From an optimization exercise on the open Yosys and OpenROAD flow, aimed at small area, a short achievable clock period and few clock cycles per item; shortcuts taken in it are not production practice. In this exercise RTL edits were held to simulation tests only and were not proved equivalent to the original. No activity file was given, so power comes from the tool's default toggle rates. The flow treats the clock pin as an ideal source, which a real chip does not have.

File: flow/run.sh
#!/bin/bash
# Standard layout (the standard.sh, with its unchanged synthesis), except that clock tree
# synthesis builds the tree from clkbuf_16 cells over clusters of up to 30 flip-flops and adds
# no dummy loads, and the port buffers start as buf_2 cells. make's output goes to
# standard_flow.log here; each step's own log is under orfs/logs.
set -euo pipefail
export CTS_ARGS="-sink_clustering_enable -repair_clock_nets -sink_clustering_size 30 -sink_clustering_max_diameter 70 -buf_list sky130_fd_sc_hd__clkbuf_16 -dont_use_dummy_load"
export BUFFER_PORTS_ARGS="-buffer_cell sky130_fd_sc_hd__buf_2"
bash standard.sh > standard_flow.log 2>&1
File: standard.sh
#!/bin/bash
# synth_recipe.tcl (not shown) runs the flow's synth.tcl, then flattens the netlist and writes it again
# the make line also repeats each setting of config.mk as NAME=value (left out here)
make -C /OpenROAD-flow-scripts/flow DESIGN_CONFIG=/design/flow/config.mk WORK_HOME=/design/flow/orfs CLKGATE_MAP_FILE= SYNTH_SCRIPT=/design/flow/synth_recipe.tcl "${@:-finish}"
File: config.mk
export PLATFORM = sky130hd
export DESIGN_NAME = mx_block_sequencer
export DESIGN_NICKNAME = mx_block_sequencer
export VERILOG_FILES = /design/flow/design.v
export SDC_FILE = /design/flow/constraint.sdc
export NUM_CORES = 4
export LEC_CHECK = 0
export ABC_AREA = 1
export CAP_MARGIN = 20
export CORE_MARGIN = 2
export CORE_UTILIZATION = 65
export CTS_BUF_LIST = sky130_fd_sc_hd__clkbuf_8
export CTS_CLUSTER_DIAMETER = 60
export CTS_CLUSTER_SIZE = 20
export GPL_ROUTABILITY_DRIVEN = 0
export PLACE_DENSITY = 0.75
export SETUP_SLACK_MARGIN = 3.1
export SLEW_MARGIN = 20
File: constraint.sdc
create_clock -name core_clock -period 5.0 [get_ports {clk}]
set_input_delay 1.0000 -clock core_clock [delete_from_list [all_inputs] [get_ports {clk}]]
set_output_delay 1.0000 -clock core_clock [all_outputs]
set_load 0.01 [all_outputs]
File: design.v
module mx_block_sequencer #(
  parameter int BLOCK_SIZE = 32,
  parameter int DATA_W     = 32,
  parameter int EXP_W      = 8
) (
  input  logic                          clk,
  input  logic                          rst,
  input  logic                          in_valid,
  output logic                          in_ready,
  input  logic [DATA_W-1:0]             in_data,
  input  logic                          flush,
  output logic                          out_valid,
  input  logic                          out_ready,
  output logic [DATA_W-1:0]             out_data,
  output logic [EXP_W-1:0]              out_scale,
  output logic                          out_last,
  output logic [$clog2(BLOCK_SIZE)-1:0] out_idx
);
  localparam int IDX_W = $clog2(BLOCK_SIZE);
  localparam int NS    = BLOCK_SIZE + 1;
  localparam int SW    = $clog2(NS);
  logic [NS-1:0][DATA_W-1:0] ring_q;
  logic [IDX_W-1:0] c_cnt_q, c_cnt_d;
  logic [EXP_W-1:0] c_max_q, c_max_d;
  logic             first_q;               
  logic [SW-1:0]    wdist_q, wdist_d;
  logic             p_vld_q, p_vld_d, p2_vld_q, p2_vld_d;
  logic [IDX_W-1:0] p_rem_q, p_rem_d;      
  logic [EXP_W-1:0] p_scale_q, p_scale_d;
  logic [IDX_W-1:0] rem_q, rem_d;          
  logic             rnz_q, rnz_d, rn1_q, rn1_d;  
  logic             efull_q, efull_d;      
  logic [SW-1:0]    rdist_q, rdist_d;
  logic              ov_q, olast_q;
  logic [DATA_W-1:0] od_q;
  logic [EXP_W-1:0]  os_q, e_scale_q;
  logic [IDX_W-1:0]  oi_q, oi_d, nb;
  logic              ir_q, ir_d;
  logic              wsel_q;               
  logic              nx_ok_q, nx_ok_d;     
  logic              nx_rd_q, nx_rd_d;     
  logic             acc, ftk, close, load, rd, start, last_rd;
  logic             ok_l, rd_l, ok_n, rd_n, occ_n, hit_np, rem_nz, cnt1, cnt0;
  logic [IDX_W-1:0] gap_q, gap_d;          
  logic [EXP_W-1:0] e_in, e_eff, new_max, p_scale_e;
  logic [IDX_W-1:0] rem_now;
  assign in_ready  = ir_q;
  assign out_valid = ov_q;
  assign out_data  = od_q;
  assign out_scale = os_q;
  assign out_last  = olast_q;
  assign out_idx   = oi_q;
  assign acc     = in_valid & ir_q;
  assign ftk     = flush & ir_q;
  assign e_in    = in_data[DATA_W-2 -: EXP_W];
  assign new_max = (acc && e_in > c_max_q) ? e_in : c_max_q;
  assign e_eff   = (e_in == '0) ? EXP_W'(1) : e_in;
  assign p_scale_e  = (first_q & ~p2_vld_q) ? c_max_q : p_scale_q;
  assign close   = (acc && c_cnt_q == IDX_W'(BLOCK_SIZE - 1)) || (ftk && (acc || c_cnt_q != '0));
  assign load    = nx_ok_q & (~ov_q | out_ready);
  assign rd      = load & nx_rd_q;
  assign start   = load & olast_q;
  assign nb      = oi_q + IDX_W'(1);
  assign oi_d    = (oi_q & ~{IDX_W{load}}) | (nb & {IDX_W{load}});
  assign rem_now = olast_q ? p_rem_q : rem_q - IDX_W'(1);
  assign last_rd = rd & (olast_q ? (p_rem_q == '0) : ~rn1_q);
  always_comb begin
    c_cnt_d = c_cnt_q;
    if (p2_vld_q)
      c_max_d = start ? EXP_W'(1) : c_max_q;
    else if (first_q)
      c_max_d = acc ? e_eff : EXP_W'(1);
    else
      c_max_d = new_max;
    wdist_d = (wdist_q == '0) ? SW'(NS - 1) : wdist_q - SW'(1);
    if (close) begin
      c_cnt_d = '0;
      wdist_d = {1'b0, ~c_cnt_q};
    end else if (acc) begin
      c_cnt_d = c_cnt_q + IDX_W'(1);
      wdist_d = '0;
    end
    p_vld_d    = p_vld_q;
    p_rem_d    = p_rem_q;
    p_scale_d  = p_scale_e;
    p2_vld_d   = p2_vld_q;
    if (start) begin
      if (p2_vld_q) begin
        p_rem_d   = '0;
        p_scale_d = c_max_q;
        p2_vld_d  = 1'b0;
      end else if (close) begin
        p_rem_d   = c_cnt_q + IDX_W'(acc) - IDX_W'(1);
      end else begin
        p_vld_d = 1'b0;
      end
    end else if (close) begin
      if (p_vld_q) begin
        p2_vld_d   = 1'b1;
      end else begin
        p_vld_d   = 1'b1;
        p_rem_d   = c_cnt_q + IDX_W'(acc) - IDX_W'(1);
      end
    end
    rem_d   = rem_q;
    rnz_d   = rnz_q;
    rn1_d   = rn1_q;
    rdist_d = (rdist_q == '0) ? SW'(NS - 1) : rdist_q - SW'(1);
    if (rd) begin
      rem_d   = rem_now;
      rnz_d   = olast_q ? (p_rem_q != '0) : rn1_q;
      rn1_d   = olast_q ? (p_rem_q != IDX_W'(1)) : (rem_q != IDX_W'(2));
      rdist_d = last_rd ? {1'b0, ~nb} : '0;
    end
    if (olast_q) begin
      ok_l = 1'b1;                             
      rd_l = p_rem_q != '0;
    end else if (nb == IDX_W'(BLOCK_SIZE - 1)) begin
      ok_l = p_vld_d & (nx_rd_q | (rdist_q == SW'(1)));
      rd_l = 1'b1;
    end else begin
      ok_l = 1'b1;                             
      rd_l = nx_rd_q & rn1_q;
    end
    if (olast_q) begin
      ok_n = p_vld_d & (rdist_q == SW'(1));
      rd_n = 1'b1;
    end else begin
      ok_n = ~nx_rd_q | (rdist_q == SW'(1));
      rd_n = nx_rd_q;
    end
    nx_ok_d = load ? ok_l : ok_n;
    nx_rd_d = load ? rd_l : rd_n;
    if (close)
      gap_d = load ? ~oi_q - IDX_W'(2) : ~oi_q - IDX_W'(1);
    else if (acc & ~load)
      gap_d = gap_q + IDX_W'(1);
    else if (load & ~acc)
      gap_d = gap_q - IDX_W'(1);
    else
      gap_d = gap_q;
    efull_d = start ? (p_rem_q == IDX_W'(BLOCK_SIZE - 1)) : efull_q;
    case ({acc, load})
      2'b00:   hit_np = (gap_q == '0) & (c_cnt_q != '0);
      2'b01:   hit_np = (gap_q == IDX_W'(1)) & (c_cnt_q != '0);
      2'b10:   hit_np = (gap_q == '1);
      default: hit_np = (gap_q == '0);
    endcase
    rem_nz = rnz_d;
    cnt1   = ~close & (acc ? (c_cnt_q == '0) : (c_cnt_q == IDX_W'(1)));
    cnt0   = close | (~acc & (c_cnt_q == '0));
    if (p_vld_d)
      occ_n = cnt1 | (cnt0 & efull_d & rem_nz);
    else
      occ_n = rem_nz & hit_np & ~close;
    ir_d = ~p2_vld_d & (close ? (c_cnt_q == IDX_W'(BLOCK_SIZE - 1)) : (acc | (wdist_q == SW'(1))))
         & ~occ_n;
  end
  always_ff @(posedge clk) begin
    for (int i = 0; i < NS - 1; i++)
      ring_q[i] <= ring_q[i+1];
    ring_q[NS-1] <= wsel_q ? in_data : ring_q[0];
    wsel_q       <= ir_d;
    od_q <= (od_q & ~{DATA_W{load}}) | (ring_q[1] & {DATA_W{nx_rd_q & load}});
    e_scale_q <= start ? p_scale_e : e_scale_q;
    os_q      <= rst ? '0 : start ? p_scale_e : e_scale_q;
    c_max_q    <= c_max_d;
    p_rem_q    <= p_rem_d;
    p_scale_q  <= p_scale_d;
    efull_q    <= efull_d;
    if (rst) begin
      c_cnt_q  <= '0;
      c_max_q  <= EXP_W'(1);
      first_q  <= 1'b0;
      wdist_q  <= SW'(1);
      p_vld_q  <= 1'b0;
      p2_vld_q <= 1'b0;
      rdist_q  <= '0;
      ov_q     <= 1'b0;
      oi_q     <= IDX_W'(BLOCK_SIZE - 1);
      olast_q  <= 1'b1;
      ir_q     <= 1'b0;
      rem_q    <= '0;
      rnz_q    <= 1'b0;
      rn1_q    <= 1'b1;
      gap_q    <= '1;
      nx_ok_q  <= 1'b0;
      nx_rd_q  <= 1'b1;
    end else begin
      c_cnt_q  <= c_cnt_d;
      first_q  <= close;
      wdist_q  <= wdist_d;
      p_vld_q  <= p_vld_d;
      p2_vld_q <= p2_vld_d;
      rdist_q  <= rdist_d;
      ov_q     <= load | (ov_q & ~out_ready);
      oi_q     <= oi_d;
      olast_q  <= oi_d == IDX_W'(BLOCK_SIZE - 1);
      ir_q     <= ir_d;
      rem_q    <= rem_d;
      rnz_q    <= rnz_d;
      rn1_q    <= rn1_d;
      gap_q    <= gap_d;
      nx_ok_q  <= nx_ok_d;
      nx_rd_q  <= nx_rd_d;
    end
  end
endmodule
==> summary.txt <==
- Status: complete, no violations
- DR WL/cell: 15.2 µm
- Syn Std Cell Area: 27000 µm²
- Worst Skew: 0.0500 ns
- Seq pwr share: 71.1%
- Startpoint Class: flop
- Clock Latency Late Sink: 0.61 ns
- Post-Route WL: 37000 µm
- Post-synth top flop: dfxtp_1
- Max Cap Violations: 0
- Deepest clock path buffer count: 3
- Cell family with most CP delay: flip-flops
- Total grt overflow: 0
- Syn-to-layout area delta: 11.7%
- CTS clock-pin slew for the worst setup and hold paths: 0.10 ns
- Worst slew margin: 53.3%
- Via density: 4.73
- Core box area: 40900 µm²
- Power per cell area: 633 nW/µm²
- Initial Util: 65.9%
- Hold Violations, Final: 0
- CTS buffer count: 46
- Total track usage: 17.2%
- Final period util: 41.8%
- Worst R2R Setup Slack: 3.10 ns
- Critical Path Stages: 1
- Die H: 208 µm
- EDFF count, synth: 5
- CP max stage cell: dfxtp_2
- Post-layout min period: 2.09 ns
- Fmax achieved: 478 MHz
- Int Pwr: 14.9 mW
- Antenna Cells: 0
- Syn avg cell area: 15.3 µm²
- Die span in x: 208 µm
- Crit path largest cell delay: 0.36 ns
- Comb pwr share: 7.1%
- Arrival @ worst endpoint: 1.09 ns
- Fillcell total: 2509
- Yosys cell types: 46
- Cells after Synth: 1765
- Sw Ratio: 21.8%
- Final Util: 73.6%
- Drc violations: 0
- Vias in the first global route: 11600
- Yosys reg bits: 1169
- Clock Sink Count: 1169
- Setup TNS: 0 ns
- DRT antenna net count: 0
- Drt pass-1 iters: 7
- Clock network power share: 21.8%
- RSZ-0062 raised after global routing: yes
- Hold Path Class: reg2reg
- Leakage: 12.7 nW
- DP HPWL: 20700 µm
- Max Slew Vio Count: 0
- Post-synth ARST share: 0%
- Critical path type: reg2out
- RR Startpoint: c_cnt_q[0]
- CP Capture Point: out_data[2]
- Worst reg2reg path depth: 12
- Die area: 43100 µm²
- CTS tree: done
- Worst path bufs/invs: 1
- Peak VDD IR: 360 µV
- Port bufs: 84
- Final #Nets: 1980
- Largest net degree at the start of global routing: 48
- CP Max Fanout: 2
- Share of post-route cells with drive strength above 1: 18.4%
- Clock H-tree levels: 2
- Worst Setup SP: od_q[2]
- Slew @ Worst Pin: 0.701 ns
- Detailed-route via count: 11600
- Yosys warnings: 1
- CP required: 4.00 ns
- RR Endpoint: ir_q
- Crit path cell chain: buf_6
- Setup Viol. Count Final: 0
- Std cell rows: 74
- First DRT Iteration DRCs: 718
- IO Count: 85
- Initial antenna violation count: 0
- First-pass GRT wire length: 59900 µm
- Root Driver: clkbuf_16
- Sequential element share of the synthesized area: 87.0%
- Synth Net Count: 1832
- Post-CTS Hold Buffers: 0
- Crit. End Element: primary output
- Switch Pwr: 4.15 mW
[placed cells by master, fill, tap and decap left out, types with 8 or more instances in the layout]
cell type	synthesis	final
a21oi_1	36	34
a21oi_2	9	11
a22o_1	32	32
buf_2	12	35
buf_4	4	38
buf_6	2	50
clkbuf_16	0	46
dfxtp_1	1164	1111
dfxtp_2	0	45
dfxtp_4	0	8
ha_1	30	19
ha_4	0	10
inv_1	69	63
inv_2	12	12
mux2_2	24	24
nand2_1	118	110
nand2_2	15	19
nand3_1	39	36
nand4_1	9	9
nor2_1	55	52
o21ai_0	21	17
o21ai_1	17	18
or2_1	8	8
xor2_1	17	17
[per-stage QoR]
step	hold slack, ns	instance area (µm²)	setup WS, ns	power [mW]	cells
CTS	0.292	29800	2.88	19.1	2423
detailed placement	0.312	28100	2.27	14.9	2355
global placement	0.310	28100	2.40	14.8	2355
finish	0.295	30100	2.91	19.0	2443
floorplan	0.310	27200	2.97	14.2	1765
global route	0.295	30100	2.87	19.9	2443
[state kept, by name (all words and copies together), names as in the netlist, 5 cells and up]
name,flops
gap_q,5
rdist_q,6
od_q,32
ring_q,1056
p_rem_q,5
wdist_q,6
oi_q,5
os_q,8
rem_q,5
p_scale_q,8
c_max_q,8
c_cnt_q,5
e_scale_q,8
[area by class of cell]
type | instances | area [µm²] | share of cell area (%)
well taps | 532 | 666 | 2.21
inverters | 82 | 339 | 1.13
clock buffers | 46 | 1150 | 3.82
flip-flops and latches | 1169 | 23500 | 78.2
repair buffers | 124 | 1040 | 3.47
multi-input cells | 490 | 3360 | 11.2
[cells in the mapped netlist, types with 2 or more instances]
cell type | count | area [µm²]
xnor2_1 | 3 | 26.3
nor2_2 | 3 | 18.8
buf_1 | 3 | 11.3
inv_1 | 69 | 259
a211oi_2 | 3 | 37.5
nand3_1 | 39 | 195
edfxtp_1 | 5 | 150
o211ai_1 | 6 | 45.0
ha_1 | 30 | 375
o22ai_1 | 7 | 43.8
mux2_2 | 24 | 270
nand4_1 | 9 | 56.3
nand3_2 | 3 | 30.0
a21oi_2 | 9 | 78.8
a211oi_1 | 4 | 30.0
buf_2 | 12 | 60.1
or2_2 | 6 | 37.5
xor2_1 | 17 | 149
or2_1 | 8 | 50.1
inv_2 | 12 | 45.0
a21oi_1 | 36 | 180
o21ai_1 | 17 | 85.1
nand2_4 | 5 | 56.3
dfxtp_1 | 1164 | 23300
o31ai_1 | 2 | 15.0
buf_4 | 4 | 30.0
nand2_1 | 118 | 443
nand2_2 | 15 | 93.8
clkbuf_1 | 6 | 22.5
buf_6 | 2 | 22.5
a22o_1 | 32 | 280
a31oi_1 | 4 | 25.0
o21ai_0 | 21 | 105
nor2_1 | 55 | 206
[cell families after synthesis]
logic type                 share of synthesized area (%)
AOI/OAI and AO/OA                                   3.62
xor gates and xnor gates                           0.650
adders and majority gates                           1.39
buffers and inverters                               1.69
DFF                                                 87.0
muxes                                               1.04
and+or+nand+nor                                     4.59
[per-layer routing]
layer	track usage [%]	up-vias	routed length, µm
li1	-	5854	-
met1	24.8	5464	18400
met2	26.4	180	16400
met3	2.97	62	1430
met4	6.16	0	830
met5	0	-	0
[how the worst min path moves through the flow]
stage                       startpoint      endpoint  slack (ns)  cells past startpoint
final                      ring_q[672]   ring_q[640]        0.29                      0
after global routing       ring_q[513]   ring_q[481]        0.29                      0
after CTS                  ring_q[449]   ring_q[417]        0.29                      0
after detailed placement   ring_q[506]   ring_q[474]        0.31                      0
after global placement     ring_q[732]   ring_q[700]        0.31                      0
after floorplan           ring_q[1032]  ring_q[1000]        0.31                      0
[repair_timing]
| action | in CTS | in global routing |
|---|---|---|
| buffers inserted | 21 | 18 |
| gates resized for setup | 110 | 44 |
| pin swaps | 2 | 12 |
| setup endpoints to repair | 91 | 81 |
| cloned | 1 | 2 |
[power groups by stage]
stage / Combinational (mW) / Clock [mW] / Sequential, mW
global route: 1.50 / 4.56 / 13.9
floorplan: 0.861 / 0 / 13.3
finish: 1.34 / 4.15 / 13.5
detailed placement: 1.19 / 0 / 13.7
CTS: 1.26 / 4.26 / 13.6
global placement: 1.15 / 0 / 13.6
Testbench counts, summed over its fixed seeds: cycles 16,656, items 16,384.

==> static timing again, ports no longer ideal <==
Ports are ideal in the flow. The routed layout listed here was re-timed in OpenROAD.
Step 1 assumes that a clkbuf_16 drives the clock port and a buf_2 every other input.
Step 2 moves the port delays by t, midway between the first and last clock arrival at a register: inputs arrive t later, outputs are due t later. That takes back most of the time a late clock gives input paths.
Slacks: ideal ports / drivers / drivers and shift; pairs: ideal ports / drivers.
shift t [ns]: 0.637
slack for setup (ns): 2.908 / 2.855 / 2.586
hold WS [ns]: 0.295 / 0.295 / 0.295
worst setup path at the end: input to register
After both steps setup and hold are still met in this run. The setup slack of this run moves by -0.053 ns with the drivers and by -0.322 ns with both steps.
